Background: an optimization exercise with open tools, aiming at small area. Do not read the settings as production practice. No functional check of the RTL was part of this run.

<file path="flow/config.mk">
export PLATFORM = sky130hd
export DESIGN_NAME = ofdm_cfg_alloc_regs
export DESIGN_NICKNAME = ofdm_cfg_alloc_regs
export VERILOG_FILES = /design/flow/design.v
export SDC_FILE = /design/flow/constraint.sdc
export NUM_CORES = 4
export LEC_CHECK = 0
export CAP_MARGIN = 20
export CORE_MARGIN = 2
export CORE_UTILIZATION = 70
export SETUP_SLACK_MARGIN = 0.2
export SLEW_MARGIN = 20
</file>
<file path="flow/constraint.sdc">
create_clock -name core_clock -period 8.0 [get_ports {CLK_I}]
set_input_delay 1.6000 -clock core_clock [delete_from_list [all_inputs] [get_ports {CLK_I}]]
set_output_delay 1.6000 -clock core_clock [all_outputs]
set_load 0.01 [all_outputs]
</file>
<file path="flow/design.v">
module ofdm_cfg_alloc_regs #(
  parameter int AW   = 7,
  parameter int LEN0 = 4,
  parameter int LEN1 = 16,
  parameter int LEN2 = 128
) (
  input  logic        CLK_I,
  input  logic        RST_I,
  input  logic [31:0] CFG_DAT_I,
  input  logic [1:0]  CFG_ADR_I,
  input  logic        CFG_WE_I,
  input  logic        CFG_STB_I,
  output logic        CFG_ACK_O,
  output logic [31:0] CFG_DAT_O,
  output logic        CFG_RDY_O,
  output logic [1:0]  STD_O,
  output logic        AL_BIT_O,
  output logic        AL_VLD_O,
  output logic        AL_LAST_O,
  input  logic        AL_RD_I
);
  localparam int PW = AW + 1;   
  localparam int RW = AW + 5;   
  localparam int NW = 2**AW;    
  localparam int SB = 3;        
  localparam int S  = 2**SB;
  localparam int TB = 4;        
  localparam int NI = NW / S;   
  localparam int NT = NW / (2**TB);
  typedef enum logic [1:0] {
    RD_IDLE,
    RD_FETCH,
    RD_RUN
  } rd_state_e;
  localparam logic [PW-1:0] LEN0_W = LEN0;
  localparam logic [PW-1:0] LEN1_W = LEN1;
  localparam logic [PW-1:0] LEN2_W = LEN2;
  function automatic logic [PW-1:0] std_len(input logic [1:0] s);
    case (s)
      2'd0:    std_len = LEN0_W;
      2'd1:    std_len = LEN1_W;
      2'd2:    std_len = LEN2_W;
      default: std_len = '0;
    endcase
  endfunction
  logic          ack_q;
  logic [1:0]    std_q, std_n;
  logic [PW-1:0] len_q, len_n;
  logic [PW-1:0] wptr_q, wptr_n;
  logic          rdy_q;
  logic wr_std;
  logic wr_word;
  logic word_ok;
  assign wr_std  = CFG_STB_I && CFG_WE_I && (CFG_ADR_I == 2'd0);
  assign wr_word = CFG_STB_I && CFG_WE_I && (CFG_ADR_I == 2'd1);
  assign len_q   = std_len(std_q);
  assign word_ok = wr_word && (wptr_q < len_q);
  always_comb begin
    std_n  = std_q;
    wptr_n = wptr_q;
    if (wr_std) begin
      std_n  = CFG_DAT_I[1:0];
      wptr_n = '0;
    end else if (word_ok) begin
      wptr_n = wptr_q + 1'b1;
    end
    len_n = std_len(std_n);
  end
  always_ff @(posedge CLK_I or posedge RST_I) begin
    if (RST_I) begin
      ack_q  <= 1'b0;
      std_q  <= 2'd0;
      wptr_q <= '0;
      rdy_q  <= 1'b0;
    end else begin
      ack_q  <= CFG_STB_I;
      std_q  <= std_n;
      wptr_q <= wptr_n;
      rdy_q  <= (wptr_n == len_n);
    end
  end
  assign CFG_ACK_O = ack_q;
  assign CFG_RDY_O = rdy_q;
  assign STD_O     = std_q;
  logic [NW-1:0][31:0] ring_q;
  logic [AW-1:0]       p0_q;     
  logic [AW-1:0]       wn_q;     
  logic                wr0;      
  logic [S-1:1][31:0]  dl_dq;
  logic [S-1:1]        dl_vq;
  logic [S-1:0][31:0]  dl_d;
  logic [S-1:0]        dl_v;
  logic [S-1:0]        dl_sel;
  logic                ins;
  logic                ins_tok;
  logic [31:0]         ins_dat;
  logic [AW-SB-1:0]    ins_pt;
  assign wr0     = word_ok && (wptr_q == '0);
  assign dl_d    = {dl_dq, CFG_DAT_I};
  assign dl_v    = {dl_vq, word_ok && (wptr_q != '0)};
  always_comb begin
    logic older;
    older   = 1'b0;
    ins_dat = '0;
    for (int j = S - 1; j >= 0; j--) begin
      dl_sel[j] = dl_v[j] && !older;
      older     = older || dl_v[j];
      if (dl_sel[j]) ins_dat = ins_dat | dl_d[j];
    end
    if (wr0) ins_dat = CFG_DAT_I;
  end
  assign ins_tok = (|dl_v) && (wn_q[SB-1:0] == '0);
  assign ins     = wr0 || ins_tok;
  assign ins_pt  = wr0 ? '0 : wn_q[AW-1:SB];
  always_ff @(posedge CLK_I or posedge RST_I) begin
    if (RST_I) begin
      dl_vq <= '0;
    end else begin
      for (int j = 1; j < S; j++) begin
        dl_vq[j] <= dl_v[j-1] && !(ins_tok && dl_sel[j-1]) && !wr_std;
      end
    end
  end
  always_ff @(posedge CLK_I) begin
    for (int j = 1; j < S; j++) begin
      dl_dq[j] <= dl_d[j-1];
    end
    p0_q <= p0_n;
    wn_q <= wr0 ? '0 : wn_q + AW'(!ins_tok);
    for (int p = 0; p < NW; p++) begin
      if ((p % S) == 0 && ins && ins_pt == (p / S))
        ring_q[p] <= ins_dat;
      else
        ring_q[p] <= ring_q[(p + NW - 1) % NW];
    end
  end
  rd_state_e      state_q, state_n;
  logic [RW-1:0]  rptr_q, rptr_n;
  logic [31:0]    cur_word_q;
  logic [31:0]    nxt_word_q;
  logic [31:0]    tap_dat;
  logic [AW-1:0]  widx;
  logic [RW:0]    last_idx;
  logic           run;
  logic           pop;
  logic           at_last;
  logic [AW-1:0]  p0_n;
  logic [AW-1:0]  widx_n;
  logic [PW-1:0]  widx_inc_n;
  logic [AW-1:0]  hunt_n;
  logic [AW-1:0]  hpos_n;
  logic [NT-1:0]  tsel_q;      
  assign run       = (state_q == RD_RUN);
  assign widx      = rptr_q[RW-1:5];
  assign last_idx  = {len_q, 5'b0} - 1'b1;
  assign at_last   = ({1'b0, rptr_q} == last_idx);
  assign pop       = run && AL_RD_I && !wr_std;
  always_comb begin
    rptr_n = rptr_q;
    if (wr_std || state_q == RD_FETCH) begin
      rptr_n = '0;
    end else if (pop) begin
      rptr_n = at_last ? '0 : rptr_q + 1'b1;
    end
  end
  assign p0_n       = wr0 ? '0 : p0_q + 1'b1;
  assign widx_n     = rptr_n[RW-1:5];
  assign widx_inc_n = {1'b0, widx_n} + 1'b1;
  assign hunt_n     = (state_n != RD_RUN) ? '0 :
                      (widx_inc_n == len_q) ? '0 : widx_inc_n[AW-1:0];
  assign hpos_n     = p0_n - hunt_n;
  always_ff @(posedge CLK_I) begin
    for (int k = 0; k < NT; k++) begin
      tsel_q[k] <= (hpos_n[TB-1:0] == '0) && (hpos_n[AW-1:TB] == k);
    end
  end
  always_comb begin
    tap_dat = '0;
    for (int k = 0; k < NT; k++) begin
      if (tsel_q[k]) tap_dat = tap_dat | ring_q[k * (2**TB)];
    end
  end
  always_ff @(posedge CLK_I) begin
    if (|tsel_q) begin
      nxt_word_q <= tap_dat;
    end
  end
  always_ff @(posedge CLK_I or posedge RST_I) begin
    if (RST_I) begin
      state_q <= RD_IDLE;
    end else begin
      state_q <= state_n;
    end
  end
  always_comb begin
    state_n = state_q;
    case (state_q)
      RD_IDLE:  if (rdy_q && (len_q != '0)) state_n = RD_FETCH;
      RD_FETCH: state_n = RD_RUN;
      RD_RUN:   state_n = RD_RUN;
      default:  state_n = RD_IDLE;
    endcase
    if (wr_std) begin
      state_n = RD_IDLE;
    end
  end
  always_ff @(posedge CLK_I) begin
    rptr_q <= rptr_n;
  end
  always_ff @(posedge CLK_I) begin
    if (!wr_std && ((state_q == RD_FETCH) || (pop && rptr_q[4:0] == 5'd31))) begin
      cur_word_q <= nxt_word_q;
    end
  end
  assign AL_VLD_O  = run;
  assign AL_BIT_O  = run && cur_word_q[rptr_q[4:0]];
  assign AL_LAST_O = run && at_last;
  logic        ovf_q;
  logic [31:0] dat_q;
  always_ff @(posedge CLK_I or posedge RST_I) begin
    if (RST_I) begin
      ovf_q <= 1'b0;
    end else if (wr_std) begin
      ovf_q <= 1'b0;
    end else if (wr_word && !word_ok) begin
      ovf_q <= 1'b1;
    end
  end
  logic rd0_q;
  logic rd2_q;
  always_ff @(posedge CLK_I or posedge RST_I) begin
    if (RST_I) begin
      rd0_q <= 1'b0;
      rd2_q <= 1'b0;
    end else begin
      rd0_q <= CFG_STB_I && !CFG_WE_I && (CFG_ADR_I == 2'd0);
      rd2_q <= CFG_STB_I && !CFG_WE_I && (CFG_ADR_I == 2'd2);
    end
  end
  always_comb begin
    dat_q = '0;
    if (rd0_q) begin
      dat_q[1:0] = std_q;
    end
    if (rd2_q) begin
      dat_q[0]       = rdy_q;
      dat_q[1]       = ovf_q;
      dat_q[3:2]     = std_q;
      dat_q[8 +: PW] = wptr_q;
    end
  end
  assign CFG_DAT_O = dat_q;
endmodule
</file>
<file path="flow/flow/run.sh">
#!/bin/bash
set -euo pipefail
bash standard.sh \
  CTS_ARGS="-sink_clustering_enable -repair_clock_nets -dont_use_dummy_load -buf_list sky130_fd_sc_hd__clkbuf_16 -sink_clustering_size 30 -sink_clustering_max_diameter 60" \
  BUFFER_PORTS_ARGS="-buffer_cell sky130_fd_sc_hd__buf_1" \
  finish > standard.log 2>&1
</file>
<file path="flow/standard.sh">
#!/bin/bash
# synth_recipe.tcl (not shown) runs the flow's synth.tcl, then flattens the netlist and writes it again
# the make line also repeats each setting of config.mk as NAME=value (left out here)
make -C /OpenROAD-flow-scripts/flow DESIGN_CONFIG=/design/flow/config.mk WORK_HOME=/design/flow/orfs CLKGATE_MAP_FILE= SYNTH_SCRIPT=/design/flow/synth_recipe.tcl "${@:-finish}"
</file>
==> impl_metrics.env <==
export IMPL_crit_family="simple AND/OR/NAND/NOR gates"
export IMPL_worst_slew_pin_slew_ns=1.20
export IMPL_gr_usage_all_layers=0.230
export IMPL_cts_hold_buffers_added=0
export IMPL_grt_pass1_wl_mm=250
export IMPL_fin_area_sq_um=108000
export IMPL_synth_edf_count=64
export IMPL_num_vias=39800
export IMPL_dieWidth_um=384
export IMPL_placed_area_sq_um=104000
export IMPL_synth_simple_gate_area_share=0.0149
export IMPL_wl_per_cell_um=21.5
export IMPL_post_cts_buffers=0
export IMPL_path_buf_inv=1
export IMPL_antenna_found_initial=6
export IMPL_cts_root_buffer="clkbuf_16"
export IMPL_n_fill_cell=8564
export IMPL_p_comb_frac=0.038
export IMPL_clock_fmax_ghz=0.159
export IMPL_hold_class="reg -> reg"
export IMPL_clkPwrFrac=0.293
export IMPL_synthDistinctLibCells=76
export IMPL_viasPerCell=5.06
export IMPL_cts_buffers_inserted=178
export IMPL_ys_ff_latch=4442
export IMPL_min_period_ns=6.31
export IMPL_avgSynthCellArea_sq_um=17.3
export IMPL_drt_wl_total_mm=169
export IMPL_cpMaxStageDelayCell="dfxtp_1"
export IMPL_cts_clk_slew_worst_paths_ns=0.10
export IMPL_start_util=0.705
export IMPL_ios=78
export IMPL_r2r_cells=22
export IMPL_dpl_hpwl_mm=90.3
export IMPL_port_buffers=57
export IMPL_yosysTopAreaCell="dfxtp_1"
export IMPL_post_route_period_util=0.789
export IMPL_cp_max_fo=15
export IMPL_rsz0062_at_grt="no"
export IMPL_remaining_drc_errors=0
export IMPL_clockBufferDepth=3
export IMPL_yosysSeqAreaShare=0.885
export IMPL_place_gp_congestion=0.798
export IMPL_htree_levels=4
export IMPL_whs_endpoint="ring_q[1774]"
export IMPL_power_mw=34.1
export IMPL_switchingPower_mw=7.15
export IMPL_min_path_cells=0
export IMPL_power_frac_seq=0.669
export IMPL_slowest_delay_ns=0.84
export IMPL_reg2reg_slack_ns=1.69
export IMPL_drt_iter0_markers=2507
export IMPL_cpMostUsedCell="ha_1"
export IMPL_synthArstFlopShare=0.00540
export IMPL_crit_required_ns=8.72
export IMPL_finalSetupTns_ns=0
export IMPL_drive_gt1_frac=0.130
export IMPL_postRouteAntennaNets=0
export IMPL_synth_compound_area_frac=0.0255
export IMPL_nets=6019
export IMPL_leakage_nw=43.5
export IMPL_ff_latch_area_sq_um=89700
export IMPL_muxShareOfSynthArea=0.0599
export IMPL_ys_warn_count=1
export IMPL_fin_skew_ns=0.0637
export IMPL_synth_area_sq_um=101000
export IMPL_row_count=139
export IMPL_swShare=0.210
export IMPL_relSlewSlack=0.198
export IMPL_cts_sinks=4442
export IMPL_cts_tree="done"
export IMPL_synthXorXnorAreaFrac=0.00279
export IMPL_internal_power_mw=27.0
export IMPL_synth_main_ff_cell="dfxtp_1"
export IMPL_multiInputGateArea_sq_um=10900
export IMPL_grt_max_degree=69
export IMPL_drt_first_pass_iters=25
export IMPL_synth_top_family_by_area="multiplexers"
export IMPL_netlist_area_leader_share=0.860
export IMPL_setup_violations=0
export IMPL_synth_area_top_cells="dfxtp_1 (86%), mux2_2 (5.6%), edfxtp_1 (1.9%)"
export IMPL_cap_viol_max_count=0
export IMPL_die_area_sq_um=148000
export IMPL_r2r_start="rptr_q[0]"
export IMPL_syn_to_final_growth_pct=6.61
export IMPL_crit_chain="ha_1 > nand2_1 > or2_0 > or3_1 > o21ai_1 > nor2_1 > ha_1 > inv_1 > a211o_1 > o21ai_1 > or3b_2 > or3b_1 > o211ai_1 > ha_1 > nor2b_1 > o21a_1 > o21ai_0 > nand2b_1 > a21o_1 > a21oi_1 > xnor3_1 > nor2_1"
export IMPL_hold_violations=0
export IMPL_path_class="reg -> reg"
export IMPL_cts_resized=0
export IMPL_reg2reg_to="tsel_q[4]"
export IMPL_irDropWorstVdd_v=0.000289
export IMPL_end_kind="flip-flop"
export IMPL_grt_pass1_vias=39400
export IMPL_coreArea_sq_um=144000
export IMPL_syn_inst=5856
export IMPL_die_h_um=384
export IMPL_min_from="ring_q[1742]"
export IMPL_overflow=0
export IMPL_critPathLaunchType="flip-flop"
export IMPL_synthAdderAreaFrac=0.00247
export IMPL_powerDensity_nw_per_um2=316
export IMPL_status="timing/DRC/antenna clean"
export IMPL_final_max_slew_viol_count=0
export IMPL_crit_arrival_ns=7.03
export IMPL_insertion_delay_ns=0.82
[cell usage in the layout (no fill, tap or decap), types with 23 or more instances in the layout]
cell type	instances
a21o_1	33
a21oi_1	41
a221oi_1	32
a222oi_1	31
a22oi_1	162
buf_1	57
buf_4	34
clkbuf_16	178
dfrtp_1	23
dfxtp_1	4346
edfxtp_1	64
mux2_2	501
nand2_1	37
nand4_1	38
nor2_1	91
[power groups by stage]
| stage | Combinational [mW] | Clock, mW | Sequential, mW |
|---|---|---|---|
| floorplan | 0.795 | 0 | 23.2 |
| global placement | 1.28 | 0 | 23.3 |
| detailed placement | 1.30 | 0 | 23.3 |
| CTS | 1.30 | 10.1 | 22.8 |
| global route | 1.39 | 10.9 | 22.9 |
| finish | 1.30 | 9.99 | 22.8 |
[cell usage after synthesis, drive strengths merged, types with 9 or more instances]
cell / n
and2: 19
xor2: 9
mux2: 514
nand2: 48
a222oi: 31
nand4: 38
a21o: 33
inv: 20
ha: 20
a221oi: 32
nand3: 14
edfxtp: 64
mux4: 10
o21ai: 11
a21oi: 42
buf: 68
dfrtp: 24
xnor2: 18
dfxtp: 4354
nor3: 18
clkbuf: 118
nor2: 93
nor4: 13
a22oi: 162
[worst reg2reg max path, cell delays in order (launching register included)]
cell and delay, ns:
dfxtp_1 0.84, ha_1 0.31, nand2_1 0.10, or2_0 0.35
or3_1 0.42, o21ai_1 0.79, nor2_1 0.22, ha_1 0.28
inv_1 0.09, a211o_1 0.16, o21ai_1 0.10, or3b_2 0.22
or3b_1 0.39, o211ai_1 0.20, ha_1 0.26, nor2b_1 0.14
o21a_1 0.18, o21ai_0 0.15, nand2b_1 0.18, a21o_1 0.22
a21oi_1 0.21, xnor3_1 0.30, nor2_1 0.15
[layout make-up]
type,count,share of cell area
sequential,4442,0.830
antenna,4,0.0000927
tap,1903,0.0220
multi-input combinational,1227,0.101
inverter,20,0.000718
clock buffer,178,0.0412
timing repair buffer,91,0.00434
[routing by layer]
| metal | global-route usage | routed length (um) | share of wire |
|---|---|---|---|
| met5 | 0 | 0 | 0 |
| met4 | 0.0619 | 4060 | 0.024 |
| met3 | 0.0311 | 5730 | 0.034 |
| met2 | 0.346 | 73100 | 0.43 |
| met1 | 0.356 | 86100 | 0.51 |
[cells by family (layout without fill, tap and decap cells)]
logic type / after synthesis / in the layout
mux: 528 / 528
buf+inv: 206 / 289
flops: 4442 / 4442
fa+ha+maj: 20 / 20
xor+xnor: 29 / 29
simple gates: 289 / 289
compound gates: 341 / 341
other cells: 1 / 24
[metrics by stage]
step / util / hold WS, ns / worst slack, ns / std cells
after floorplan: - / 0.310 / 2.37 / 5875
after global placement: 0.721 / 0.310 / 1.69 / 7683
after detailed placement: 0.721 / 0.312 / 1.48 / 7683
after CTS: 0.752 / 0.281 / 1.68 / 7861
after global routing: 0.752 / 0.291 / 1.13 / 7861
final: 0.752 / 0.279 / 1.69 / 7865
[registers in the layout, summed over array words and instances (netlist names)]
| register | flops |
|---|---|
| rd2_q | 1 |
| dl_dq | 224 |
| ack_q | 1 |
| rd0_q | 1 |
| std_q | 2 |
| state_q | 2 |
| nxt_word_q | 32 |
| cur_word_q | 32 |
| rptr_q | 12 |
| wptr_q | 8 |
| p0_q | 7 |
| ovf_q | 1 |
| dl_vq | 7 |
| rdy_q | 1 |
| tsel_q | 8 |
| ring_q | 4096 |
| wn_q | 7 |
[worst max path at each step]
stage                       from   endpoint  slack, ns  cells past startpoint
global placement    CFG_ADR_I[0]  tsel_q[2]       1.69                     21
finish                 rptr_q[0]  tsel_q[4]       1.69                     22
detailed placement  CFG_ADR_I[1]  tsel_q[4]       1.48                     21
global route           rptr_q[0]  tsel_q[0]       1.13                     22
floorplan           CFG_ADR_I[0]  tsel_q[0]       2.37                     21
CTS                    rptr_q[0]  tsel_q[4]       1.68                     22

==> re-timing with driven ports <==
Ports are ideal in the flow. The routed layout listed here was re-timed in OpenROAD.
Step 1 assumes that a clkbuf_16 drives the clock port and a buf_2 every other input.
Step 2, shift: input delay + t, output delay - t, t = (earliest + latest rising clock arrival at the registers) / 2. This alone moves slack from input paths to output paths.
Slacks: no drivers / after step 1 / after step 2; pairs: no drivers / after step 1.
shift t [ns]: 0.877
setup slack, ns: 1.691 / 1.691 / 1.397
worst setup path at the end: input to register
After both steps this run still meets setup and hold. For this run, drivers alone change the setup slack by 0.000 ns; drivers and shift together by -0.294 ns.
